This is an optimization exercise on Yosys and OpenROAD, whose aim is small area and a short achievable clock period, not a production implementation.
At most, simulation tests tie the RTL to the original design; equivalence was not proved.
The RTL of run 1 was laid out without a check of its function.
Power is estimated from default activity; no workload was simulated.

==> flow/design.v, too long to show whole: its modules and the start of the top module <==
// module csd_mult_bank: 1121 lines
module csd_mult_bank (
    input  wire logic        clk,
    input  wire logic        rst_n,
    input  wire logic [15:0] x,
    input  wire logic        x_valid,
    output logic      [31:0] y0,
    output logic      [31:0] y1,
    output logic      [31:0] y2,
    output logic      [31:0] y3,
    output logic             y_valid
);
  // ...
==> flow/flow/run.sh <==
#!/bin/bash
# The standard layout, with a small buffer (buf_2) on each port instead of the default
# port buffer cell. Each tool's output goes to its own log in this folder; ORFS keeps its
# per-step logs under orfs/logs.
set -euo pipefail
bash standard.sh 'BUFFER_PORTS_ARGS=-buffer_cell sky130_fd_sc_hd__buf_2' finish > make_finish.log 2>&1
==> flow/standard.sh <==
#!/bin/bash
# synth_recipe.tcl (not shown) runs the flow's synth.tcl, then flattens the netlist and writes it again
# the make line also repeats each setting of config.mk as NAME=value (left out here)
make -C /OpenROAD-flow-scripts/flow DESIGN_CONFIG=/design/flow/config.mk WORK_HOME=/design/flow/orfs CLKGATE_MAP_FILE= SYNTH_SCRIPT=/design/flow/synth_recipe.tcl "${@:-finish}"
==> flow/config.mk <==
export PLATFORM = sky130hd
export DESIGN_NAME = csd_mult_bank
export DESIGN_NICKNAME = csd_mult_bank
export VERILOG_FILES = /design/flow/design.v
export SDC_FILE = /design/flow/constraint.sdc
export NUM_CORES = 4
export LEC_CHECK = 0
export CAP_MARGIN = 20
export CORE_MARGIN = 2
export CORE_UTILIZATION = 40
export SETUP_SLACK_MARGIN = 2.5
export SLEW_MARGIN = 20
==> flow/constraint.sdc <==
create_clock -name core_clock -period 5.0 [get_ports {clk}]
set_input_delay 1.0000 -clock core_clock [delete_from_list [all_inputs] [get_ports {clk}]]
set_output_delay 1.0000 -clock core_clock [all_outputs]
set_load 0.01 [all_outputs]
==> impl_metrics.env, run 1 <==
export IMPL_outcome="no timing/DRC/antenna violations"
export IMPL_reg2regPathDepth=10
export IMPL_fin_skew_ns=0.0114
export IMPL_finalSetupTns_ns=0
export IMPL_avgSynthCellArea_um2=10.6
export IMPL_grt_max_degree=19
export IMPL_yosys_area_top_type_share_pct=33.6
export IMPL_regToRegStartpoint="n1[9]"
export IMPL_p_total_w=0.00784
export IMPL_setup_violations=0
export IMPL_clock_area_share_pct=4.19
export IMPL_cts_buffers=17
export IMPL_final_common_cell="buf_2"
export IMPL_met1_usage_pct=23.8
export IMPL_nMultiInputCombCells=627
export IMPL_clock_power_share_pct=16.5
export IMPL_cts_path_max_buffers=2
export IMPL_swShare_pct=40.4
export IMPL_cts_hold_buffers_added=0
export IMPL_highest_signal_layer="met4"
export IMPL_cp_num_buf_inv=1
export IMPL_path_clk_slew_ns=0.07
export IMPL_cp_max_fo=6
export IMPL_holdWs_ns=0.374
export IMPL_syn_nets=1164
export IMPL_top_register="p2"
export IMPL_maxPowerGroup="combinational cells"
export IMPL_reg_top3="p2 x26, p0 x25, p3 x25"
export IMPL_cp_start_kind="flip-flop"
export IMPL_min_path_type="reg -> reg"
export IMPL_maxSlewHeadroom_pct=56.1
export IMPL_netlist_area_um2=9900
export IMPL_via_per_inst=4.75
export IMPL_overflow=0
export IMPL_area_delta_synth_final_pct=40.1
export IMPL_switchingPower_w=0.00317
export IMPL_final_antenna_net_count=0
export IMPL_tap_cells=324
export IMPL_dr_total_vias=7267
==> run 2: changes to the inputs <==
--- a/flow/design.v
+++ b/flow/design.v
@@ -6,130 +6,128 @@
     input  wire logic [15:0] x,
     input  wire logic        x_valid,
     output logic      [31:0] y0,
     output logic      [31:0] y1,
     output logic      [31:0] y2,
     output logic      [31:0] y3,
     output logic             y_valid
 );
-    logic [2:0] v;
+    logic [1:0] v;
     always_ff @(posedge clk) begin
         if (!rst_n) v <= '0;
-        else        v <= {v[1:0], x_valid};
+        else        v <= {v[0:0], x_valid};
     end
-    assign y_valid = v[2];
-    logic [15:0] xr;
+    assign y_valid = v[1];
     logic [16:0] n1;
     logic [18:0] p5;
     logic [21:0] p63;
     logic [25:0] p0;
     logic [23:0] p1;
     logic [26:0] p2;
     logic [24:0] p3;
-    wire [15:0] xr_d = {x[15], x[14], x[13], x[12], x[11], x[10], x[9], x[8], x[7], x[6], x[5], x[4], x[3], x[2], x[1], x[0]};
-    wire n1_c1 = ~xr[1] & ~xr[0];
-    wire n1_p2 = ~xr[3] & ~xr[2];
-    wire n1_p3 = ~xr[5] & ~xr[4];
-    wire n1_p4 = ~xr[7] & ~xr[6];
-    wire n1_p5 = ~xr[9] & ~xr[8];
-    wire n1_p6 = ~xr[11] & ~xr[10];
-    wire n1_p7 = ~xr[13] & ~xr[12];
-    wire n1_p8 = ~xr[15] & ~xr[14];
-    wire n1_c9 = ~xr[2] & n1_c1;
-    wire n1_p10 = ~xr[2] & ~xr[1];
+    wire n1_c1 = ~x[1] & ~x[0];
+    wire n1_p2 = ~x[3] & ~x[2];
+    wire n1_p3 = ~x[5] & ~x[4];
+    wire n1_p4 = ~x[7] & ~x[6];
+    wire n1_p5 = ~x[9] & ~x[8];
+    wire n1_p6 = ~x[11] & ~x[10];
+    wire n1_p7 = ~x[13] & ~x[12];
+    wire n1_p8 = ~x[15] & ~x[14];
+    wire n1_c9 = ~x[2] & n1_c1;
+    wire n1_p10 = ~x[2] & ~x[1];
     wire n1_c11 = n1_p2 & n1_c1;
-    wire n1_p12 = n1_p2 & ~xr[1];
-    wire n1_p13 = ~xr[6] & n1_p3;
+    wire n1_p12 = n1_p2 & ~x[1];
+    wire n1_p13 = ~x[6] & n1_p3;
     wire n1_p14 = n1_p4 & n1_p3;
-    wire n1_p15 = ~xr[10] & n1_p5;
+    wire n1_p15 = ~x[10] & n1_p5;
     wire n1_p16 = n1_p6 & n1_p5;
-    wire n1_p17 = ~xr[14] & n1_p7;
+    wire n1_p17 = ~x[14] & n1_p7;
     wire n1_p18 = n1_p8 & n1_p7;
-    wire n1_c19 = ~xr[4] & n1_c11;
-    wire n1_p20 = ~xr[4] & n1_p12;
+    wire n1_c19 = ~x[4] & n1_c11;
+    wire n1_p20 = ~x[4] & n1_p12;
     wire n1_c21 = n1_p3 & n1_c11;
     wire n1_p22 = n1_p3 & n1_p12;
     wire n1_c23 = n1_p13 & n1_c11;
     wire n1_p24 = n1_p13 & n1_p12;
     wire n1_c25 = n1_p14 & n1_c11;
     wire n1_p26 = n1_p14 & n1_p12;
-    wire n1_p27 = ~xr[12] & n1_p16;
+    wire n1_p27 = ~x[12] & n1_p16;
     wire n1_p28 = n1_p7 & n1_p16;
     wire n1_p29 = n1_p17 & n1_p16;
     wire n1_p30 = n1_p18 & n1_p16;
-    wire n1_c31 = ~xr[8] & n1_c25;
-    wire n1_p32 = ~xr[8] & n1_p26;
+    wire n1_c31 = ~x[8] & n1_c25;
+    wire n1_p32 = ~x[8] & n1_p26;
     wire n1_c33 = n1_p5 & n1_c25;
     wire n1_p34 = n1_p5 & n1_p26;
     wire n1_c35 = n1_p15 & n1_c25;
     wire n1_p36 = n1_p15 & n1_p26;
     wire n1_c37 = n1_p16 & n1_c25;
     wire n1_p38 = n1_p16 & n1_p26;
     wire n1_c39 = n1_p27 & n1_c25;
     wire n1_p40 = n1_p27 & n1_p26;
     wire n1_c41 = n1_p28 & n1_c25;
     wire n1_p42 = n1_p28 & n1_p26;
     wire n1_c43 = n1_p29 & n1_c25;
     wire n1_p44 = n1_p29 & n1_p26;
     wire n1_c45 = n1_p30 & n1_c25;
     wire n1_p46 = n1_p30 & n1_p26;
-    wire n1_c47 = ~xr[15] & n1_c45;
-    wire n1_p48 = ~xr[15] & n1_p46;
-    wire n1_s49 = ~xr[1] ^ ~xr[0];
-    wire n1_s50 = ~xr[2] ^ n1_c1;
-    wire n1_s51 = ~xr[3] ^ n1_c9;
-    wire n1_s52 = ~xr[4] ^ n1_c11;
-    wire n1_s53 = ~xr[5] ^ n1_c19;
-    wire n1_s54 = ~xr[6] ^ n1_c21;
-    wire n1_s55 = ~xr[7] ^ n1_c23;
-    wire n1_s56 = ~xr[8] ^ n1_c25;
-    wire n1_s57 = ~xr[9] ^ n1_c31;
-    wire n1_s58 = ~xr[10] ^ n1_c33;
-    wire n1_s59 = ~xr[11] ^ n1_c35;
-    wire n1_s60 = ~xr[12] ^ n1_c37;
-    wire n1_s61 = ~xr[13] ^ n1_c39;
-    wire n1_s62 = ~xr[14] ^ n1_c41;
-    wire n1_s63 = ~xr[15] ^ n1_c43;
-    wire n1_s64 = ~xr[15] ^ n1_c45;
-    wire [16:0] n1_d = {n1_s64, n1_s63, n1_s62, n1_s61, n1_s60, n1_s59, n1_s58, n1_s57, n1_s56, n1_s55, n1_s54, n1_s53, n1_s52, n1_s51, n1_s50, n1_s49, xr[0]};
-    wire p5_x65 = xr[0] ^ xr[2];
-    wire p5_g66 = xr[0] & xr[2];
-    wire p5_x67 = xr[1] ^ xr[3];
-    wire p5_g68 = xr[1] & xr[3];
-    wire p5_x69 = xr[2] ^ xr[4];
-    wire p5_g70 = xr[2] & xr[4];
-    wire p5_x71 = xr[3] ^ xr[5];
-    wire p5_g72 = xr[3] & xr[5];
-    wire p5_x73 = xr[4] ^ xr[6];
-    wire p5_g74 = xr[4] & xr[6];
-    wire p5_x75 = xr[5] ^ xr[7];
-    wire p5_g76 = xr[5] & xr[7];
-    wire p5_x77 = xr[6] ^ xr[8];
-    wire p5_g78 = xr[6] & xr[8];
-    wire p5_x79 = xr[7] ^ xr[9];
-    wire p5_g80 = xr[7] & xr[9];
-    wire p5_x81 = xr[8] ^ xr[10];
-    wire p5_g82 = xr[8] & xr[10];
-    wire p5_x83 = xr[9] ^ xr[11];
-    wire p5_g84 = xr[9] & xr[11];
-    wire p5_x85 = xr[10] ^ xr[12];
-    wire p5_g86 = xr[10] & xr[12];
-    wire p5_x87 = xr[11] ^ xr[13];
-    wire p5_g88 = xr[11] & xr[13];
-    wire p5_x89 = xr[12] ^ xr[14];
-    wire p5_g90 = xr[12] & xr[14];
-    wire p5_x91 = xr[13] ^ xr[15];
-    wire p5_g92 = xr[13] & xr[15];
-    wire p5_x93 = xr[14] ^ xr[15];
-    wire p5_g94 = xr[14] & xr[15];
-    wire p5_x95 = xr[15] ^ xr[15];
-    wire p5_g96 = xr[15] & xr[15];
-    wire p5_x97 = xr[15] ^ xr[15];
-    wire p5_g98 = xr[15] & xr[15];
+    wire n1_c47 = ~x[15] & n1_c45;
+    wire n1_p48 = ~x[15] & n1_p46;
+    wire n1_s49 = ~x[1] ^ ~x[0];
+    wire n1_s50 = ~x[2] ^ n1_c1;
+    wire n1_s51 = ~x[3] ^ n1_c9;
+    wire n1_s52 = ~x[4] ^ n1_c11;
+    wire n1_s53 = ~x[5] ^ n1_c19;
+    wire n1_s54 = ~x[6] ^ n1_c21;
+    wire n1_s55 = ~x[7] ^ n1_c23;
+    wire n1_s56 = ~x[8] ^ n1_c25;
+    wire n1_s57 = ~x[9] ^ n1_c31;
+    wire n1_s58 = ~x[10] ^ n1_c33;
+    wire n1_s59 = ~x[11] ^ n1_c35;
+    wire n1_s60 = ~x[12] ^ n1_c37;
+    wire n1_s61 = ~x[13] ^ n1_c39;
+    wire n1_s62 = ~x[14] ^ n1_c41;
+    wire n1_s63 = ~x[15] ^ n1_c43;
+    wire n1_s64 = ~x[15] ^ n1_c45;
+    wire [16:0] n1_d = {n1_s64, n1_s63, n1_s62, n1_s61, n1_s60, n1_s59, n1_s58, n1_s57, n1_s56, n1_s55, n1_s54, n1_s53, n1_s52, n1_s51, n1_s50, n1_s49, x[0]};
+    wire p5_x65 = x[0] ^ x[2];
+    wire p5_g66 = x[0] & x[2];
+    wire p5_x67 = x[1] ^ x[3];
+    wire p5_g68 = x[1] & x[3];
+    wire p5_x69 = x[2] ^ x[4];
+    wire p5_g70 = x[2] & x[4];
+    wire p5_x71 = x[3] ^ x[5];
+    wire p5_g72 = x[3] & x[5];
+    wire p5_x73 = x[4] ^ x[6];
+    wire p5_g74 = x[4] & x[6];
+    wire p5_x75 = x[5] ^ x[7];
+    wire p5_g76 = x[5] & x[7];
+    wire p5_x77 = x[6] ^ x[8];
+    wire p5_g78 = x[6] & x[8];
+    wire p5_x79 = x[7] ^ x[9];
+    wire p5_g80 = x[7] & x[9];
+    wire p5_x81 = x[8] ^ x[10];
+    wire p5_g82 = x[8] & x[10];
+    wire p5_x83 = x[9] ^ x[11];
+    wire p5_g84 = x[9] & x[11];
+    wire p5_x85 = x[10] ^ x[12];
+    wire p5_g86 = x[10] & x[12];
+    wire p5_x87 = x[11] ^ x[13];
+    wire p5_g88 = x[11] & x[13];
+    wire p5_x89 = x[12] ^ x[14];
+    wire p5_g90 = x[12] & x[14];
+    wire p5_x91 = x[13] ^ x[15];
+    wire p5_g92 = x[13] & x[15];
+    wire p5_x93 = x[14] ^ x[15];
+    wire p5_g94 = x[14] & x[15];
+    wire p5_x95 = x[15] ^ x[15];
+    wire p5_g96 = x[15] & x[15];
+    wire p5_x97 = x[15] ^ x[15];
+    wire p5_g98 = x[15] & x[15];
     wire p5_c99 = p5_g68 | (p5_x67 & p5_g66);
     wire p5_p100 = p5_x67 & p5_x65;
     wire p5_c101 = p5_g72 | (p5_x71 & p5_g70);
     wire p5_p102 = p5_x71 & p5_x69;
     wire p5_c103 = p5_g76 | (p5_x75 & p5_g74);
     wire p5_p104 = p5_x75 & p5_x73;
     wire p5_c105 = p5_g80 | (p5_x79 & p5_g78);
     wire p5_p106 = p5_x79 & p5_x77;
@@ -202,88 +200,88 @@
     wire p5_s173 = p5_x83 ^ p5_c147;
     wire p5_s174 = p5_x85 ^ p5_c149;
     wire p5_s175 = p5_x87 ^ p5_c151;
     wire p5_s176 = p5_x89 ^ p5_c153;
     wire p5_s177 = p5_x91 ^ p5_c155;
     wire p5_s178 = p5_x93 ^ p5_c157;
     wire p5_s179 = p5_x95 ^ p5_c159;
     wire p5_s180 = p5_x97 ^ p5_c161;
-    wire [18:0] p5_d = {p5_s180, p5_s179, p5_s178, p5_s177, p5_s176, p5_s175, p5_s174, p5_s173, p5_s172, p5_s171, p5_s170, p5_s169, p5_s168, p5_s167, p5_s166, p5_s165, p5_x65, xr[1], xr[0]};
-    wire p63_x181 = xr[0] ^ ~xr[6];
-    wire p63_g182 = xr[0] & ~xr[6];
-    wire p63_x183 = xr[1] ^ ~xr[7];
-    wire p63_g184 = xr[1] & ~xr[7];
-    wire p63_x185 = xr[2] ^ ~xr[8];
-    wire p63_g186 = xr[2] & ~xr[8];
-    wire p63_x187 = xr[3] ^ ~xr[9];
-    wire p63_g188 = xr[3] & ~xr[9];
-    wire p63_x189 = xr[4] ^ ~xr[10];
-    wire p63_g190 = xr[4] & ~xr[10];
-    wire p63_x191 = xr[5] ^ ~xr[11];
-    wire p63_g192 = xr[5] & ~xr[11];
-    wire p63_x193 = xr[6] ^ ~xr[12];
-    wire p63_g194 = xr[6] & ~xr[12];
-    wire p63_x195 = xr[7] ^ ~xr[13];
-    wire p63_g196 = xr[7] & ~xr[13];
-    wire p63_x197 = xr[8] ^ ~xr[14];
-    wire p63_g198 = xr[8] & ~xr[14];
-    wire p63_x199 = xr[9] ^ ~xr[15];
-    wire p63_g200 = xr[9] & ~xr[15];
-    wire p63_x201 = xr[10] ^ ~xr[15];
-    wire p63_g202 = xr[10] & ~xr[15];
-    wire p63_x203 = xr[11] ^ ~xr[15];
-    wire p63_g204 = xr[11] & ~xr[15];
-    wire p63_x205 = xr[12] ^ ~xr[15];
-    wire p63_g206 = xr[12] & ~xr[15];
-    wire p63_x207 = xr[13] ^ ~xr[15];
-    wire p63_g208 = xr[13] & ~xr[15];
-    wire p63_x209 = xr[14] ^ ~xr[15];
-    wire p63_g210 = xr[14] & ~xr[15];
-    wire p63_x211 = xr[15] ^ ~xr[15];
-    wire p63_g212 = xr[15] & ~xr[15];
-    wire p63_c213 = ~xr[1] & ~xr[0];
-    wire p63_p214 = ~xr[3] & ~xr[2];
-    wire p63_p215 = ~xr[5] & ~xr[4];
+    wire [18:0] p5_d = {p5_s180, p5_s179, p5_s178, p5_s177, p5_s176, p5_s175, p5_s174, p5_s173, p5_s172, p5_s171, p5_s170, p5_s169, p5_s168, p5_s167, p5_s166, p5_s165, p5_x65, x[1], x[0]};
+    wire p63_x181 = x[0] ^ ~x[6];
+    wire p63_g182 = x[0] & ~x[6];
+    wire p63_x183 = x[1] ^ ~x[7];
+    wire p63_g184 = x[1] & ~x[7];
+    wire p63_x185 = x[2] ^ ~x[8];
+    wire p63_g186 = x[2] & ~x[8];
+    wire p63_x187 = x[3] ^ ~x[9];
+    wire p63_g188 = x[3] & ~x[9];
+    wire p63_x189 = x[4] ^ ~x[10];
+    wire p63_g190 = x[4] & ~x[10];
+    wire p63_x191 = x[5] ^ ~x[11];
+    wire p63_g192 = x[5] & ~x[11];
+    wire p63_x193 = x[6] ^ ~x[12];
+    wire p63_g194 = x[6] & ~x[12];
+    wire p63_x195 = x[7] ^ ~x[13];
+    wire p63_g196 = x[7] & ~x[13];
+    wire p63_x197 = x[8] ^ ~x[14];
+    wire p63_g198 = x[8] & ~x[14];
+    wire p63_x199 = x[9] ^ ~x[15];
+    wire p63_g200 = x[9] & ~x[15];
+    wire p63_x201 = x[10] ^ ~x[15];
+    wire p63_g202 = x[10] & ~x[15];
+    wire p63_x203 = x[11] ^ ~x[15];
+    wire p63_g204 = x[11] & ~x[15];
+    wire p63_x205 = x[12] ^ ~x[15];
+    wire p63_g206 = x[12] & ~x[15];
+    wire p63_x207 = x[13] ^ ~x[15];
+    wire p63_g208 = x[13] & ~x[15];
+    wire p63_x209 = x[14] ^ ~x[15];
+    wire p63_g210 = x[14] & ~x[15];
+    wire p63_x211 = x[15] ^ ~x[15];
+    wire p63_g212 = x[15] & ~x[15];
+    wire p63_c213 = ~x[1] & ~x[0];
+    wire p63_p214 = ~x[3] & ~x[2];
+    wire p63_p215 = ~x[5] & ~x[4];
     wire p63_c216 = p63_g184 | (p63_x183 & p63_g182);
     wire p63_p217 = p63_x183 & p63_x181;
     wire p63_c218 = p63_g188 | (p63_x187 & p63_g186);
     wire p63_p219 = p63_x187 & p63_x185;
     wire p63_c220 = p63_g192 | (p63_x191 & p63_g190);
     wire p63_p221 = p63_x191 & p63_x189;
     wire p63_c222 = p63_g196 | (p63_x195 & p63_g194);
     wire p63_p223 = p63_x195 & p63_x193;
     wire p63_c224 = p63_g200 | (p63_x199 & p63_g198);
     wire p63_p225 = p63_x199 & p63_x197;
     wire p63_c226 = p63_g204 | (p63_x203 & p63_g202);
     wire p63_p227 = p63_x203 & p63_x201;
     wire p63_c228 = p63_g208 | (p63_x207 & p63_g206);
     wire p63_p229 = p63_x207 & p63_x205;
     wire p63_c230 = p63_g212 | (p63_x211 & p63_g210);
     wire p63_p231 = p63_x211 & p63_x209;
-    wire p63_c232 = ~xr[2] & p63_c213;
-    wire p63_p233 = ~xr[2] & ~xr[1];
+    wire p63_c232 = ~x[2] & p63_c213;
+    wire p63_p233 = ~x[2] & ~x[1];
     wire p63_c234 = p63_p214 & p63_c213;
-    wire p63_p235 = p63_p214 & ~xr[1];
+    wire p63_p235 = p63_p214 & ~x[1];
     wire p63_p236 = p63_x181 & p63_p215;
     wire p63_p237 = p63_p217 & p63_p215;
     wire p63_c238 = p63_g190 | (p63_x189 & p63_c218);
     wire p63_p239 = p63_x189 & p63_p219;
     wire p63_c240 = p63_c220 | (p63_p221 & p63_c218);
     wire p63_p241 = p63_p221 & p63_p219;
     wire p63_c242 = p63_g198 | (p63_x197 & p63_c222);
     wire p63_p243 = p63_x197 & p63_p223;
     wire p63_c244 = p63_c224 | (p63_p225 & p63_c222);
     wire p63_p245 = p63_p225 & p63_p223;
     wire p63_c246 = p63_g206 | (p63_x205 & p63_c226);
     wire p63_p247 = p63_x205 & p63_p227;
     wire p63_c248 = p63_c228 | (p63_p229 & p63_c226);
     wire p63_p249 = p63_p229 & p63_p227;
-    wire p63_c250 = ~xr[4] & p63_c234;
-    wire p63_p251 = ~xr[4] & p63_p235;
+    wire p63_c250 = ~x[4] & p63_c234;
+    wire p63_p251 = ~x[4] & p63_p235;
     wire p63_c252 = p63_p215 & p63_c234;
     wire p63_p253 = p63_p215 & p63_p235;
     wire p63_c254 = p63_g182 | (p63_p236 & p63_c234);
     wire p63_p255 = p63_p236 & p63_p235;
     wire p63_c256 = p63_c216 | (p63_p237 & p63_c234);
     wire p63_p257 = p63_p237 & p63_p235;
     wire p63_c258 = p63_g194 | (p63_x193 & p63_c240);
     wire p63_p259 = p63_x193 & p63_p241;
@@ -320,38 +318,38 @@
     wire p63_c290 = p63_c246 | (p63_p247 & p63_c284);
     wire p63_p291 = p63_p247 & p63_p285;
     wire p63_c292 = p63_c248 | (p63_p249 & p63_c284);
     wire p63_p293 = p63_p249 & p63_p285;
     wire p63_c294 = p63_c266 | (p63_p267 & p63_c284);
     wire p63_p295 = p63_p267 & p63_p285;
     wire p63_c296 = p63_c268 | (p63_p269 & p63_c284);
     wire p63_p297 = p63_p269 & p63_p285;
-    wire p63_s298 = ~xr[1] ^ ~xr[0];
-    wire p63_s299 = ~xr[2] ^ p63_c213;
-    wire p63_s300 = ~xr[3] ^ p63_c232;
-    wire p63_s301 = ~xr[4] ^ p63_c234;
-    wire p63_s302 = ~xr[5] ^ p63_c250;
+    wire p63_s298 = ~x[1] ^ ~x[0];
+    wire p63_s299 = ~x[2] ^ p63_c213;
+    wire p63_s300 = ~x[3] ^ p63_c232;
+    wire p63_s301 = ~x[4] ^ p63_c234;
+    wire p63_s302 = ~x[5] ^ p63_c250;
     wire p63_s303 = p63_x181 ^ p63_c252;
     wire p63_s304 = p63_x183 ^ p63_c254;
     wire p63_s305 = p63_x185 ^ p63_c256;
     wire p63_s306 = p63_x187 ^ p63_c270;
     wire p63_s307 = p63_x189 ^ p63_c272;
     wire p63_s308 = p63_x191 ^ p63_c274;
     wire p63_s309 = p63_x193 ^ p63_c276;
     wire p63_s310 = p63_x195 ^ p63_c278;
     wire p63_s311 = p63_x197 ^ p63_c280;
     wire p63_s312 = p63_x199 ^ p63_c282;
     wire p63_s313 = p63_x201 ^ p63_c284;
     wire p63_s314 = p63_x203 ^ p63_c286;
     wire p63_s315 = p63_x205 ^ p63_c288;
     wire p63_s316 = p63_x207 ^ p63_c290;
     wire p63_s317 = p63_x209 ^ p63_c292;
     wire p63_s318 = p63_x211 ^ p63_c294;
-    wire [21:0] p63_d = {p63_s318, p63_s317, p63_s316, p63_s315, p63_s314, p63_s313, p63_s312, p63_s311, p63_s310, p63_s309, p63_s308, p63_s307, p63_s306, p63_s305, p63_s304, p63_s303, p63_s302, p63_s301, p63_s300, p63_s299, p63_s298, xr[0]};
+    wire [21:0] p63_d = {p63_s318, p63_s317, p63_s316, p63_s315, p63_s314, p63_s313, p63_s312, p63_s311, p63_s310, p63_s309, p63_s308, p63_s307, p63_s306, p63_s305, p63_s304, p63_s303, p63_s302, p63_s301, p63_s300, p63_s299, p63_s298, x[0]};
     wire p0_319 = n1[0] ^ p63[10];
     wire p0_320 = n1[0] & p63[10];
     wire p0_321 = n1[1] ^ p63[11] ^ p63[10];
     wire p0_322 = (n1[1] & p63[11]) | (n1[1] & p63[10]) | (p63[11] & p63[10]);
     wire p0_323 = n1[2] ^ p63[12] ^ p63[11];
     wire p0_324 = (n1[2] & p63[12]) | (n1[2] & p63[11]) | (p63[12] & p63[11]);
     wire p0_325 = n1[3] ^ p63[13] ^ p63[12];
     wire p0_326 = (n1[3] & p63[13]) | (n1[3] & p63[12]) | (p63[13] & p63[12]);
@@ -1102,17 +1100,16 @@
     wire p3_s1068 = p3_x958 ^ p3_c1040;
     wire p3_s1069 = p3_x960 ^ p3_c1042;
     wire p3_s1070 = p3_x962 ^ p3_c1044;
     wire p3_s1071 = p3_x964 ^ p3_c1046;
     wire p3_s1072 = p3_x966 ^ p3_c1048;
     wire p3_s1073 = p3_x968 ^ p3_c1050;
     wire [24:0] p3_d = {p3_s1073, p3_s1072, p3_s1071, p3_s1070, p3_s1069, p3_s1068, p3_s1067, p3_s1066, p3_s1065, p3_s1064, p3_s1063, p3_s1062, p3_s1061, p3_s1060, p3_s1059, p3_s1058, p3_s1057, p3_s1056, p3_s1055, p3_s1054, p3_x928, p63[3], p63[2], p63[1], p63[0]};
     always_ff @(posedge clk) begin
-        xr <= xr_d;
         n1 <= n1_d;
         p5 <= p5_d;
         p63 <= p63_d;
         p0 <= p0_d;
         p1 <= p1_d;
         p2 <= p2_d;
         p3 <= p3_d;
     end
==> impl_metrics.env, run 2 <==
export IMPL_outcome="no timing/DRC/antenna violations"
export IMPL_fp_dieW_um=159
export IMPL_clock_latency_ns=0.43
export IMPL_synth_enable_flop_cells=0
export IMPL_avgSynthCellArea_um2=10.4
export IMPL_dr_total_vias=7198
export IMPL_drc=0
export IMPL_rsz0062_at_grt="yes"
export IMPL_finalSetupTns_ns=0
export IMPL_ys_ff_latch=149
export IMPL_layout_common_cells="buf_2 (137), dfxtp_1 (109), ha_1 (86), buf_4 (84), inv_1 (83)"
export IMPL_endpoint_kind="flip-flop"
export IMPL_hold_viol_final=0
export IMPL_grt_total_usage_pct=19.6
export IMPL_dpl_instance_area_um2=10900
export IMPL_netlist_area_um2=9550
export IMPL_reg_top3="p2 x26, p0 x25, p3 x25"
export IMPL_cts_tree="yes"
export IMPL_crit_required_ns=5.31
export IMPL_yosys_top_cells_area="dfxtp_1 (31%), fa_1 (17%), ha_1 (16%), xnor2_1 (5.4%), inv_1 (4.4%)"
export IMPL_period_needed_ns=2.91
export IMPL_io_buffers=146
export IMPL_setup_violations=0
export IMPL_leakage_nw=6.19
export IMPL_pre_cts_ws_ns=1.42
export IMPL_firstDrtPassIters=4
export IMPL_cts_buffers=17
export IMPL_path_clk_slew_ns=0.06
export IMPL_pwr_density_cell_nw_per_um2=554
export IMPL_maxSlewHeadroom_pct=57.5
export IMPL_cp_max_fo=2
export IMPL_ir_drop_v=0.000224
export IMPL_drive_gt1_share_pct=46.2
export IMPL_final_antenna_net_count=0
export IMPL_period_share_pct=58.2
export IMPL_top_register="p2"
export IMPL_die_area_um2=25100
export IMPL_syn_nets=1146
export IMPL_overflow=0
export IMPL_tightest_slew_ns=0.622
export IMPL_finish_utilization_pct=58.2
export IMPL_crit_arrival_ns=3.22
export IMPL_drt_iter0_drc=234
export IMPL_grt_pass1_wl_um=37200
export IMPL_final_area_um2=13600
export IMPL_fin_skew_ns=0.00976
export IMPL_htreeDepth=4
export IMPL_antenna_found_initial=0
export IMPL_crit_type="in -> reg"
export IMPL_slew_violations=0
export IMPL_final_setup_worst_slack_ns=2.09
export IMPL_yosys_area_top_type_share_pct=31.2
export IMPL_via_per_inst=4.81
export IMPL_cts_path_max_buffers=2
export IMPL_dp_hpwl_um=17200
export IMPL_row_count=56
export IMPL_ys_flop_type="dfxtp_1"
export IMPL_cts_root_buffer_cell="clkbuf_16"
export IMPL_cp_start_kind="primary input"
export IMPL_yosys_area_top_type="dfxtp_1"
export IMPL_grt_pass1_vias=7307
export IMPL_wl_per_cell_um=16.3
export IMPL_yosys_warnings=1
export IMPL_grt_max_degree=17
export IMPL_synthTopCellsByCount="dfxtp_1 (149), ha_1 (124), inv_1 (111), fa_1 (83), nor2_1 (60)"
export IMPL_wirelength_um=24400
export IMPL_min_path_type="reg -> reg"
export IMPL_yosysMostFrequentCell="dfxtp_1"
export IMPL_layout_nets=1390
export IMPL_fmax_ghz=0.344
export IMPL_synthArstFlopShare_pct=0
export IMPL_die_h_um=159
export IMPL_final_common_cell="buf_2"
export IMPL_cts_sinks=149
export IMPL_largest_reg_flops=26
export IMPL_finalWeightedCongestion=0.855
export IMPL_synth_cell_types=60
export IMPL_maxCapViolations=0
export IMPL_area_delta_synth_final_pct=42.9
export IMPL_ios=148
export IMPL_synth_seq_area_share_pct=31.2
export IMPL_antenna_cells=0
export IMPL_coreArea_um2=23500
export IMPL_synthCells=920
export IMPL_start_util_pct=40.7
## run 2: cell count changes after synthesis
cell	previous run	this run
dfxtp_1	166	149
and2_1	4	3
## run 2: final timing paths
kind                from  depth (start not counted)      to  slack (ns)
setup / recovery    x[2]                         10  p5[11]        2.09
hold reg to reg    p5[4]                          0   p2[4]        0.37
hold / removal     p5[4]                          0   p2[4]        0.37
setup reg to reg  p63[4]                          9  p2[22]        2.16
## run 2: stage by stage
step                      cells  power, W  hold slack, ns
after floorplan             920   0.00433           0.350
after global placement     1351   0.00527           0.360
after detailed placement   1351   0.00530           0.370
after CTS                  1472   0.00721           0.370
after global routing       1496   0.00815           0.376
final                      1496   0.00757           0.367
## run 2: layout make-up
cell class | instances | area (um^2)
clock buffer | 22 | 497
clock inverter | 10 | 82.6
fill | 1957 | 9820
inverter | 111 | 462
multi-input combinational | 626 | 7300
sequential | 149 | 3100
tap | 319 | 399
timing repair buffer | 259 | 1800
## run 2: timing repair
action                     4_1_cts  5_1_grt
pin swaps                      111       89
resized for setup              173      110
setup buffers                   89       24
setup endpoints to repair       61       69
hold buffers                     0        0
## run 2: cell families (layout without fill, tap and decap cells)
kind of cell	Yosys count	count (layout)	share of synthesized area [%]
other	1	1	0.0393
AOI/OAI and AO/OA	152	152	10.5
buffers and inverters	145	402	6.97
xor gates and xnor gates	89	89	8.16
and+or+nand+nor	177	177	9.47
DFF	149	149	31.2
adders and majority gates	207	207	33.6
## run 2: power by group
part,internal [W],switching (W)
combinational,0.00218,0.00228
sequential,0.00165,0.000221
clock,0.000717,0.000531
## run 2: per-layer routing
metal	wire length, um	part of all wire, %	GRT usage [%]	vias up
met4	548	2.2	7.29	0
met2	12200	50	34.0	161
met3	873	3.6	3.40	37
li1	-	-	-	3542
met5	0	0	0	-
met1	10700	44	24.6	3458
## run 2: worst max-delay path, stage by stage
cell,delay (ns)
buf_12,0.10
ha_4,0.15
fa_2,0.33
a21o_1,0.16
a21o_1,0.17
a2111o_1,0.39
and3_4,0.17
or2_4,0.23
fa_2,0.38
xor2_1,0.14
==> run 3: changes to the inputs <==
--- a/flow/config.mk
+++ b/flow/config.mk
@@ -8,5 +8,5 @@
 export CAP_MARGIN = 20
 export CORE_MARGIN = 2
 export CORE_UTILIZATION = 40
-export SETUP_SLACK_MARGIN = 2.5
+export SETUP_SLACK_MARGIN = 1.5
 export SLEW_MARGIN = 20
==> impl_metrics.env, run 3 <==
export IMPL_outcome="no timing/DRC/antenna violations"
export IMPL_final_common_cell="buf_2"
export IMPL_final_cells=1385
export IMPL_period_share_pct=66.3
export IMPL_cts_root_buffer_cell="clkbuf_16"
export IMPL_layout_nets=1279
export IMPL_io_buffers=146
export IMPL_die_area_um2=25100
export IMPL_top_register="p2"
export IMPL_regArea_um2=2990
export IMPL_finalSetupTns_ns=0
export IMPL_maxSlewHeadroom_pct=56.6
export IMPL_crit_arrival_ns=3.63
export IMPL_drc=0
export IMPL_dpl_instance_area_um2=10400
export IMPL_via_per_inst=4.74
export IMPL_regToRegStartpoint="n1[10]"
export IMPL_dp_hpwl_um=16900
export IMPL_crit_type="in -> reg"
export IMPL_row_count=56
export IMPL_cts_sinks=149
export IMPL_fmax_ghz=0.302
export IMPL_firstDrtPassIters=4
export IMPL_overflow=0
export IMPL_worstHoldEndpoint="p2[4]"
export IMPL_ys_ff_latch=149
export IMPL_synth_enable_flop_cells=0
export IMPL_synth_cell_types=60
export IMPL_rr_endpoint="p3[23]"
export IMPL_dr_total_vias=6559
export IMPL_cts_hold_buffers_added=0
export IMPL_cp_start_kind="primary input"
export IMPL_slew_violations=0
export IMPL_crit_required_ns=5.31
export IMPL_cp_cell_sequence="buf_2 -> ha_1 -> fa_1 -> a21o_1 -> a21o_1 -> a2111o_1 -> and3_1 -> or2_2 -> fa_1 -> xor2_1"
export IMPL_syn_nets=1146
export IMPL_maxCapViolations=0
export IMPL_min_path_type="reg -> reg"
export IMPL_pwr_density_cell_nw_per_um2=572
export IMPL_layout_common_cells="buf_2 (146), dfxtp_1 (145), ha_1 (124), inv_1 (110), fa_1 (83)"
export IMPL_fillCellCount=2255
export IMPL_synthArstFlopShare_pct=0
export IMPL_max_stage_delay_ns=0.45
export IMPL_synth_seq_area_share_pct=31.2
export IMPL_yosys_area_top_type_share_pct=31.2
export IMPL_area_delta_synth_final_pct=16.2
export IMPL_htreeDepth=4
export IMPL_cp_num_buf_inv=1
export IMPL_final_antenna_net_count=0
export IMPL_grt_pass1_vias=6503
export IMPL_avgSynthCellArea_um2=10.4
export IMPL_reg2regPathDepth=10
export IMPL_start_util_pct=40.7
export IMPL_cp_max_fo=6
export IMPL_coreArea_um2=23500
export IMPL_period_needed_ns=3.31
export IMPL_tightest_slew_ns=0.650
export IMPL_leakage_nw=5.38
export IMPL_ir_drop_v=0.000204
export IMPL_grt_total_usage_pct=17.4
export IMPL_fin_skew_ns=0.00999
export IMPL_setup_violations=0
export IMPL_cts_buffers=17
export IMPL_slowest_stage="a2111o_1"
export IMPL_ys_flop_type="dfxtp_1"
export IMPL_wl_per_cell_um=15.0
export IMPL_hold_viol_final=0
export IMPL_min_from="p5[4]"
export IMPL_r2r_slack_ns=1.71
export IMPL_yosys_top_cells_area="dfxtp_1 (31%), fa_1 (17%), ha_1 (16%), xnor2_1 (5.4%), inv_1 (4.4%)"
export IMPL_path_clk_slew_ns=0.07
export IMPL_grt_max_degree=17
export IMPL_cpLargestDelayFamily="adder cells"
export IMPL_endpoint_kind="flip-flop"
export IMPL_multiInputGateArea_um2=5930
export IMPL_holdWs_ns=0.365
export IMPL_grt_pass1_wl_um=32800
export IMPL_cts_tree="yes"
export IMPL_die_h_um=159
export IMPL_wirelength_um=20800
export IMPL_fp_dieW_um=159
export IMPL_yosys_warnings=1
export IMPL_yosysMostFrequentCell="dfxtp_1"
export IMPL_synthCells=920
export IMPL_ios=148
export IMPL_rsz0062_at_grt="no"
export IMPL_antenna_cells=0
export IMPL_antenna_found_initial=0
export IMPL_whs_path_depth=0
export IMPL_drive_gt1_share_pct=19.2
export IMPL_largest_reg_flops=26
export IMPL_drt_iter0_drc=229
export IMPL_synthTopCellsByCount="dfxtp_1 (149), ha_1 (124), inv_1 (111), fa_1 (83), nor2_1 (60)"
export IMPL_final_area_um2=11100
export IMPL_cts_path_max_buffers=2
export IMPL_clock_latency_ns=0.43
export IMPL_netlist_area_um2=9550
export IMPL_reg_top3="p2 x26, p0 x25, p3 x25"
export IMPL_yosys_area_top_type="dfxtp_1"
export IMPL_placed_cells=1352
export IMPL_finalWeightedCongestion=0.845
==> run 3: stage by stage <==
| stage | power (W) | util (%) | worst slack, ns |
|---|---|---|---|
| after floorplan | 0.00408 | - | 1.51 |
| after global placement | 0.00499 | 44.5 | 1.27 |
| after detailed placement | 0.00502 | 44.5 | 1.23 |
| after CTS | 0.00641 | 47.1 | 1.51 |
| after global routing | 0.00690 | 47.3 | 1.51 |
| final | 0.00635 | 47.3 | 1.69 |
==> run 3: layout make-up <==
| class | instances | area share [%] |
|---|---|---|
| Tap cell | 319 | 3.59 |
| Sequential cell | 149 | 26.9 |
| Inverter | 111 | 3.79 |
| Multi-Input combinational cell | 626 | 53.4 |
| Timing Repair Buffer | 148 | 6.72 |
| Clock buffer | 17 | 3.83 |
| Clock inverter | 15 | 1.72 |
==> run 3: layer usage <==
layer / vias up / global-route usage (%) / part of all wire (%)
li1: 3313 / - / -
met1: 3114 / 23.1 / 48
met2: 106 / 29.0 / 47
met3: 26 / 2.45 / 2.8
met4: 0 / 6.18 / 2.1
met5: - / 0 / 0
==> run 3: worst max path at each step <==
stage	start	end	depth (start not counted)
after floorplan	x[0]	p5[11]	9
after global placement	x[2]	p5[11]	10
after detailed placement	x[2]	p5[11]	10
after CTS	p63[4]	p3[20]	9
after global routing	n1[10]	p3[23]	10
final	x[2]	p5[11]	10
==> run 3: power breakdown <==
group / internal [W] / switching, W
Combinational: 0.00138 / 0.00177
Sequential: 0.00163 / 0.000225
Clock: 0.000798 / 0.000547
Total: 0.00381 / 0.00255
==> run 3: kinds of logic after synthesis <==
logic type / count (synthesis) / share of synthesized area [%]
XOR/XNOR: 89 / 8.16
AO/OA/AOI/OAI: 152 / 10.5
flip-flops: 149 / 31.2
adder cells (fa/ha/maj): 207 / 33.6
AND/OR/NAND/NOR: 177 / 9.47
buffers and inverters: 145 / 6.97
other: 1 / 0.0393
==> run 3: what timing repair did <==
action	CTS	global route
cloned	0	0
buffers inserted	0	1
resized for setup	3	8
setup endpoints to repair	10	13
pin swaps	0	0
==> run 4: changes to the inputs <==
--- a/flow/config.mk
+++ b/flow/config.mk
@@ -7,6 +7,7 @@
 export LEC_CHECK = 0
 export CAP_MARGIN = 20
 export CORE_MARGIN = 2
-export CORE_UTILIZATION = 40
+export CORE_UTILIZATION = 60
+export PLACE_DENSITY = 0.75
 export SETUP_SLACK_MARGIN = 1.5
 export SLEW_MARGIN = 20
==> impl_metrics.env, run 4 <==
export IMPL_dp_hpwl_um=15600
export IMPL_path_clk_slew_ns=0.06
export IMPL_max_stage_delay_ns=0.56
export IMPL_fin_skew_ns=0.00965
export IMPL_drt_iter0_drc=297
export IMPL_final_common_cell="buf_2"
export IMPL_cts_hold_buffers_added=0
export IMPL_die_h_um=130
export IMPL_layout_common_cells="buf_2 (146), dfxtp_1 (145), ha_1 (124), inv_1 (109), fa_1 (83)"
export IMPL_yosys_top_cells_area="dfxtp_1 (31%), fa_1 (17%), ha_1 (16%), xnor2_1 (5.4%), inv_1 (4.4%)"
export IMPL_cts_buffers=17
export IMPL_cp_num_buf_inv=2
export IMPL_combinationalPowerShare_pct=50.3
export IMPL_drive_gt1_share_pct=19.5
export IMPL_crit_type="reg -> reg"
export IMPL_synthTopCellsByCount="dfxtp_1 (149), ha_1 (124), inv_1 (111), fa_1 (83), nor2_1 (60)"
export IMPL_die_area_um2=16900
export IMPL_coreArea_um2=15700
export IMPL_ys_ff_latch=149
export IMPL_cpLargestDelayFamily="simple AND/OR/NAND/NOR gates"
export IMPL_cts_path_max_buffers=2
export IMPL_yosys_area_top_type_share_pct=31.2
export IMPL_via_per_inst=5.20
export IMPL_crit_required_ns=5.37
export IMPL_final_antenna_net_count=0
export IMPL_rr_endpoint="p3[23]"
export IMPL_pre_cts_ws_ns=1.25
export IMPL_worstHoldEndpoint="p2[4]"
export IMPL_largest_reg_flops=26
export IMPL_tightest_slew_ns=0.627
export IMPL_regToRegStartpoint="n1[6]"
export IMPL_rsz0062_at_grt="no"
export IMPL_htreeDepth=4
export IMPL_clock_power_share_pct=20.3
export IMPL_grt_pass1_wl_um=31600
export IMPL_syn_nets=1146
export IMPL_ys_flop_type="dfxtp_1"
export IMPL_top_register="p2"
export IMPL_min_path_type="reg -> reg"
export IMPL_p_seq_share_pct=29.4
export IMPL_r2r_slack_ns=1.68
export IMPL_overflow=0
export IMPL_synth_cell_types=60
export IMPL_fp_dieW_um=130
export IMPL_switchingPower_w=0.00252
export IMPL_antenna_found_initial=0
export IMPL_slowest_stage="fa_1"
export IMPL_reg2regPathDepth=11
export IMPL_endpoint_kind="flip-flop"
export IMPL_wl_per_cell_um=15.7
export IMPL_p_total_w=0.00629
export IMPL_yosysMostFrequentCell="dfxtp_1"
export IMPL_start_util_pct=60.8
export IMPL_drc=0
export IMPL_final_setup_worst_slack_ns=1.68
export IMPL_clock_latency_ns=0.44
export IMPL_layout_nets=1282
export IMPL_crit_arrival_ns=3.69
export IMPL_min_from="p5[4]"
export IMPL_maxSlewHeadroom_pct=57.8
export IMPL_synth_enable_flop_cells=0
export IMPL_avgSynthCellArea_um2=10.4
export IMPL_wirelength_um=20100
export IMPL_ir_drop_v=0.000320
export IMPL_whs_path_depth=0
export IMPL_yosys_warnings=1
export IMPL_dr_total_vias=6680
export IMPL_grt_total_usage_pct=24.8
export IMPL_hold_viol_final=0
export IMPL_firstDrtPassIters=5
export IMPL_fmax_ghz=0.301
export IMPL_area_delta_synth_final_pct=14.9
export IMPL_period_share_pct=66.5
export IMPL_cts_root_buffer_cell="clkbuf_16"
export IMPL_cp_cell_sequence="inv_1 -> fa_1 -> inv_1 -> ha_1 -> a21oi_1 -> o21a_1 -> nor3b_2 -> a2111oi_4 -> or4_1 -> a31oi_1 -> xnor2_1"
export IMPL_finalSetupTns_ns=0
export IMPL_maxCapViolations=0
export IMPL_setup_violations=0
export IMPL_period_needed_ns=3.32
export IMPL_netlist_area_um2=9550
export IMPL_reg_top3="p2 x26, p0 x25, p3 x25"
export IMPL_row_count=46
export IMPL_cp_max_fo=5
export IMPL_synthCells=920
export IMPL_grt_pass1_vias=6465
export IMPL_swShare_pct=40.1
export IMPL_ios=148
export IMPL_synthArstFlopShare_pct=0
export IMPL_cp_start_kind="flip-flop"
export IMPL_leakage_nw=5.38
export IMPL_grt_max_degree=17
export IMPL_finalWeightedCongestion=0.930
export IMPL_io_buffers=146
export IMPL_yosys_area_top_type="dfxtp_1"
export IMPL_cts_sinks=149
export IMPL_startpoint="n1[6]"
export IMPL_slew_violations=0
export IMPL_pwr_density_cell_nw_per_um2=573
export IMPL_synth_seq_area_share_pct=31.2
export IMPL_antenna_cells=0
export IMPL_cpMostUsedCell="inv_1"
export IMPL_p_int_w=0.00377
export IMPL_outcome="no timing/DRC/antenna violations"
export IMPL_cts_tree="yes"
## run 4: cell count changes in the layout (fill, tap and decap cells not counted)
cell | before | now
clkinv_4 | 0 | 2
inv_8 | 2 | 0
bufinv_16 | 3 | 2
clkbuf_8 | 0 | 1
buf_4 | 2 | 5
inv_1 | 110 | 109
clkinvlp_4 | 5 | 6
clkbuf_1 | 0 | 1
inv_6 | 5 | 4
## run 4: final cells by class
class	count	area [um^2]
Sequential cell	149	2990
Clock buffer	19	443
Multi-Input combinational cell	626	5930
Timing Repair Buffer	151	768
Inverter	111	424
Clock inverter	13	148
Tap cell	216	270
Fill cell	1236	4740
## run 4: metrics by stage
| step | utilization (%) | instances | hold slack (ns) | cell area, um^2 |
|---|---|---|---|---|
| after CTS | 69.4 | 1281 | 0.356 | 10900 |
| after global placement | 65.6 | 1249 | 0.349 | 10300 |
| after floorplan | - | 920 | 0.331 | 9550 |
| after detailed placement | 65.6 | 1249 | 0.344 | 10300 |
| after global routing | 69.8 | 1285 | 0.364 | 11000 |
| final | 69.8 | 1285 | 0.354 | 11000 |
## run 4: power by group through the flow
stage	clock network (W)	registers, W	logic, W
after detailed placement	0	0.00188	0.00308
after global placement	0	0.00187	0.00302
after global routing	0.00135	0.00190	0.00356
after floorplan	0	0.00203	0.00205
final	0.00128	0.00185	0.00316
after CTS	0.00130	0.00185	0.00313
## run 4: worst max-delay path by stage
stage	endpoint	slack (ns)	depth (start not counted)
6_report	p3[23]	1.68	11
5_1_grt	p3[23]	1.51	11
4_1_cts	p3[20]	1.49	10
3_5_place_dp	p5[11]	1.25	10
3_3_place_gp	p5[11]	1.29	10
2_1_floorplan	p5[11]	1.51	9
## run 4: cell families (layout without fill, tap and decap cells)
group,after synthesis,in the layout,synth area share [%]
compound gates,152,152,10.5
xor+xnor,89,89,8.16
fa+ha+maj,207,207,33.6
buf+inv,145,294,6.97
flops,149,149,31.2
other cells,1,1,0.0393
simple gates,177,177,9.47
## run 4: what timing repair did
item	4_1_cts	5_1_grt
endpoints found under the setup margin	9	13
pin swaps	0	0
buffers inserted	0	4
gates resized for setup	2	10
## run 4: worst register-to-register path, cell delays in order, from the launching register on
cell,delay [ns]
dfxtp_1,0.48
inv_1,0.21
fa_1,0.56
inv_1,0.05
ha_1,0.21
a21oi_1,0.17
o21a_1,0.17
nor3b_2,0.33
a2111oi_4,0.16
or4_1,0.53
a31oi_1,0.24
xnor2_1,0.14
## run 4: layer usage
| layer | vias up | GRT usage [%] | routed length [um] |
|---|---|---|---|
| met5 | - | 0 | 0 |
| met4 | 0 | 8.22 | 418 |
| met3 | 34 | 5.00 | 974 |
| met2 | 181 | 40.8 | 9650 |
| met1 | 3147 | 33.0 | 9110 |
| li1 | 3318 | - | - |
==> run 5: changes to the inputs <==
--- a/flow/config.mk
+++ b/flow/config.mk
@@ -7,7 +7,8 @@
 export LEC_CHECK = 0
 export CAP_MARGIN = 20
 export CORE_MARGIN = 2
-export CORE_UTILIZATION = 60
-export PLACE_DENSITY = 0.75
-export SETUP_SLACK_MARGIN = 1.5
+export CORE_UTILIZATION = 40
+export CTS_BUF_LIST = sky130_fd_sc_hd__clkbuf_8
+export SETUP_SLACK_MARGIN = 2.2
 export SLEW_MARGIN = 20
+export TNS_END_PERCENT = 0
==> impl_metrics.env, run 5 <==
export IMPL_drt_iter0_drc=270
export IMPL_period_share_pct=58.9
export IMPL_placed_cells=1352
export IMPL_dr_wl_met3_um=920
export IMPL_cts_sinks=149
export IMPL_cp_cell_sequence="buf_8 -> ha_4 -> fa_2 -> a21o_1 -> a21o_1 -> a2111o_1 -> and3_4 -> or2_4 -> fa_2 -> xor2_1"
export IMPL_regArea_um2=3070
export IMPL_slowest_stage="a2111o_1"
export IMPL_final_cells=1426
export IMPL_avgSynthCellArea_um2=10.4
export IMPL_final_antenna_net_count=0
export IMPL_io_buffers=146
export IMPL_hold_viol_final=0
export IMPL_fin_skew_ns=0.0244
export IMPL_highest_signal_layer="met4"
export IMPL_synth_enable_flop_cells=0
export IMPL_start_util_pct=40.7
export IMPL_dp_hpwl_um=17200
export IMPL_finalSetupTns_ns=0
export IMPL_drive_gt1_share_pct=29.5
export IMPL_netlist_area_um2=9550
export IMPL_reg2regPathDepth=11
export IMPL_ios=148
export IMPL_die_area_um2=25100
export IMPL_cts_hold_buffers_added=0
export IMPL_leakage_nw=5.54
export IMPL_slew_violations=0
export IMPL_synthArstFlopShare_pct=0
export IMPL_crit_required_ns=5.37
export IMPL_area_delta_synth_final_pct=22.4
export IMPL_crit_type="in -> reg"
export IMPL_whs_path_depth=0
export IMPL_ir_drop_v=0.000183
export IMPL_wirelength_um=22200
export IMPL_met1_length_um=10100
export IMPL_maxCapViolations=0
export IMPL_row_count=56
export IMPL_fmax_ghz=0.340
export IMPL_largest_reg_flops=26
export IMPL_cts_tree="yes"
export IMPL_dr_total_vias=6803
export IMPL_drc=0
export IMPL_crit_arrival_ns=3.32
export IMPL_wl_met2_um=10700
export IMPL_grt_total_usage_pct=18.4
export IMPL_synthCells=920
export IMPL_dpl_instance_area_um2=10500
export IMPL_path_clk_slew_ns=0.10
export IMPL_via_per_inst=4.77
export IMPL_ys_flop_type="dfxtp_1"
export IMPL_worstHoldEndpoint="p2[4]"
export IMPL_firstDrtPassIters=5
export IMPL_yosys_warnings=1
export IMPL_outcome="no timing/DRC/antenna violations"
export IMPL_r2r_slack_ns=2.10
export IMPL_cp_num_buf_inv=1
export IMPL_finalWeightedCongestion=0.870
export IMPL_die_h_um=159
export IMPL_min_from="p5[4]"
export IMPL_wl_per_cell_um=15.6
export IMPL_cp_max_fo=4
export IMPL_syn_nets=1146
export IMPL_final_area_um2=11700
export IMPL_synthTopCellsByCount="dfxtp_1 (149), ha_1 (124), inv_1 (111), fa_1 (83), nor2_1 (60)"
export IMPL_ys_ff_latch=149
export IMPL_multiInputGateArea_um2=6270
export IMPL_yosys_top_cells_area="dfxtp_1 (31%), fa_1 (17%), ha_1 (16%), xnor2_1 (5.4%), inv_1 (4.4%)"
export IMPL_final_common_cell="buf_2"
export IMPL_grt_pass1_vias=6880
export IMPL_fp_dieW_um=159
export IMPL_yosys_area_top_type="dfxtp_1"
export IMPL_cp_start_kind="primary input"
export IMPL_endpoint_kind="flip-flop"
export IMPL_antenna_cells=0
export IMPL_cpLargestDelayFamily="adder cells"
export IMPL_grt_pass1_wl_um=34600
export IMPL_layout_common_cells="buf_2 (144), dfxtp_1 (114), ha_1 (112), inv_1 (102), fa_1 (80)"
export IMPL_fillCellCount=2152
export IMPL_htreeDepth=4
export IMPL_coreArea_um2=23500
export IMPL_synth_seq_area_share_pct=31.2
export IMPL_maxSlewHeadroom_pct=56.5
export IMPL_grt_max_degree=19
export IMPL_cts_buffers=17
export IMPL_yosys_area_top_type_share_pct=31.2
export IMPL_top_register="p2"
export IMPL_clock_latency_ns=0.48
export IMPL_period_needed_ns=2.94
export IMPL_regToRegStartpoint="p63[10]"
export IMPL_max_stage_delay_ns=0.44
export IMPL_synth_cell_types=60
export IMPL_layout_nets=1320
export IMPL_overflow=0
export IMPL_rsz0062_at_grt="yes"
export IMPL_antenna_found_initial=0
export IMPL_yosysMostFrequentCell="dfxtp_1"
export IMPL_cts_root_buffer_cell="clkbuf_8"
export IMPL_rr_endpoint="p3[20]"
export IMPL_reg_top3="p2 x26, p0 x25, p3 x25"
export IMPL_min_path_type="reg -> reg"
export IMPL_pwr_density_cell_nw_per_um2=545
export IMPL_cts_path_max_buffers=2
export IMPL_setup_violations=0
export IMPL_tightest_slew_ns=0.651
run 5: cell counts after synthesis:
No cell type changed its count.
run 5: power by group:
| part | leakage (nW) | total [W] | switching [W] | internal (W) |
|---|---|---|---|---|
| Clock | 0.208 | 0.000954 | 0.000570 | 0.000384 |
| Combinational | 4.07 | 0.00357 | 0.00195 | 0.00162 |
| Sequential | 1.26 | 0.00185 | 0.000214 | 0.00164 |
run 5: final cells by class:
| class | count | area share (%) |
|---|---|---|
| Multi-Input combinational cell | 626 | 53.6 |
| Sequential cell | 149 | 26.2 |
| Timing Repair Buffer | 189 | 9.58 |
| Inverter | 111 | 3.66 |
| Tap cell | 319 | 3.41 |
| Clock buffer | 17 | 2.00 |
| Clock inverter | 15 | 1.51 |
run 5: metal layers:
metal	GRT usage (%)	vias to the layer above
li1	-	3395
met1	23.7	3224
met2	31.3	151
met3	3.32	33
met4	6.01	0
met5	0	-
run 5: kinds of logic after synthesis:
family / after synthesis / share of synthesized area, %
compound gates: 152 / 10.5
xor+xnor: 89 / 8.16
fa+ha+maj: 207 / 33.6
buf+inv: 145 / 6.97
flops: 149 / 31.2
other cells: 1 / 0.0393
simple gates: 177 / 9.47
run 5: worst max path at each step:
stage	startpoint	endpoint	slack, ns	depth (start not counted)
after CTS	x[0]	p5[11]	2.07	10
final	x[0]	p5[11]	2.06	10
after floorplan	x[0]	p5[11]	1.75	9
after global placement	x[9]	p63[17]	1.43	12
after global routing	n1[9]	p3[20]	1.96	9
after detailed placement	x[9]	p63[17]	1.37	12
run 5: repair_timing:
action	in CTS	in global routing
endpoints found under the setup margin	50	51
pin swaps	25	22
resized for setup	90	39
buffers inserted	27	15
run 5: stage by stage:
step	utilization, %	worst slack [ns]	power (W)	hold WS, ns
after floorplan	-	1.75	0.00408	0.331
after global placement	44.6	1.43	0.00501	0.348
after detailed placement	44.6	1.37	0.00505	0.340
after CTS	48.7	2.07	0.00628	0.359
after global routing	49.8	1.96	0.00692	0.383
final	49.8	2.06	0.00638	0.369

port drivers added, routing unchanged:
No port has a modelled driver above. Below, the same layouts with a new extraction and two added sets of constraints.
Step 1: set_driving_cell puts a clkbuf_16 on clk and a buf_2 on each other input, an assumption about the parent block.
Step 2, shift: input delay + t, output delay - t, t = (earliest + latest rising clock arrival at the registers) / 2. This alone moves slack from input paths to output paths.
Three values: ideal ports, drivers, drivers and shift; two values: the first two.
run | t, ns | slack for setup (ns) | latest minus earliest clock arrival (ns) | worst register clock-pin slew, ns
run 1 | 0.475 | 2.161 / 2.161 / 2.161 | 0.013 / 0.013 | 0.07 / 0.07
run 2 | 0.465 | 2.092 / 2.086 / 1.621 | 0.010 / 0.010 | 0.07 / 0.07
run 3 | 0.470 | 1.686 / 1.709 / 1.239 | 0.010 / 0.010 | 0.07 / 0.07
run 4 | 0.478 | 1.675 / 1.675 / 1.239 | 0.010 / 0.010 | 0.06 / 0.06
run 5 | 0.512 | 2.055 / 2.057 / 1.545 | 0.025 / 0.025 | 0.11 / 0.11
After both steps every run listed still meets setup and hold. For run 5, which loses most, drivers alone change the setup slack by +0.002 ns; drivers and shift together by -0.510 ns.
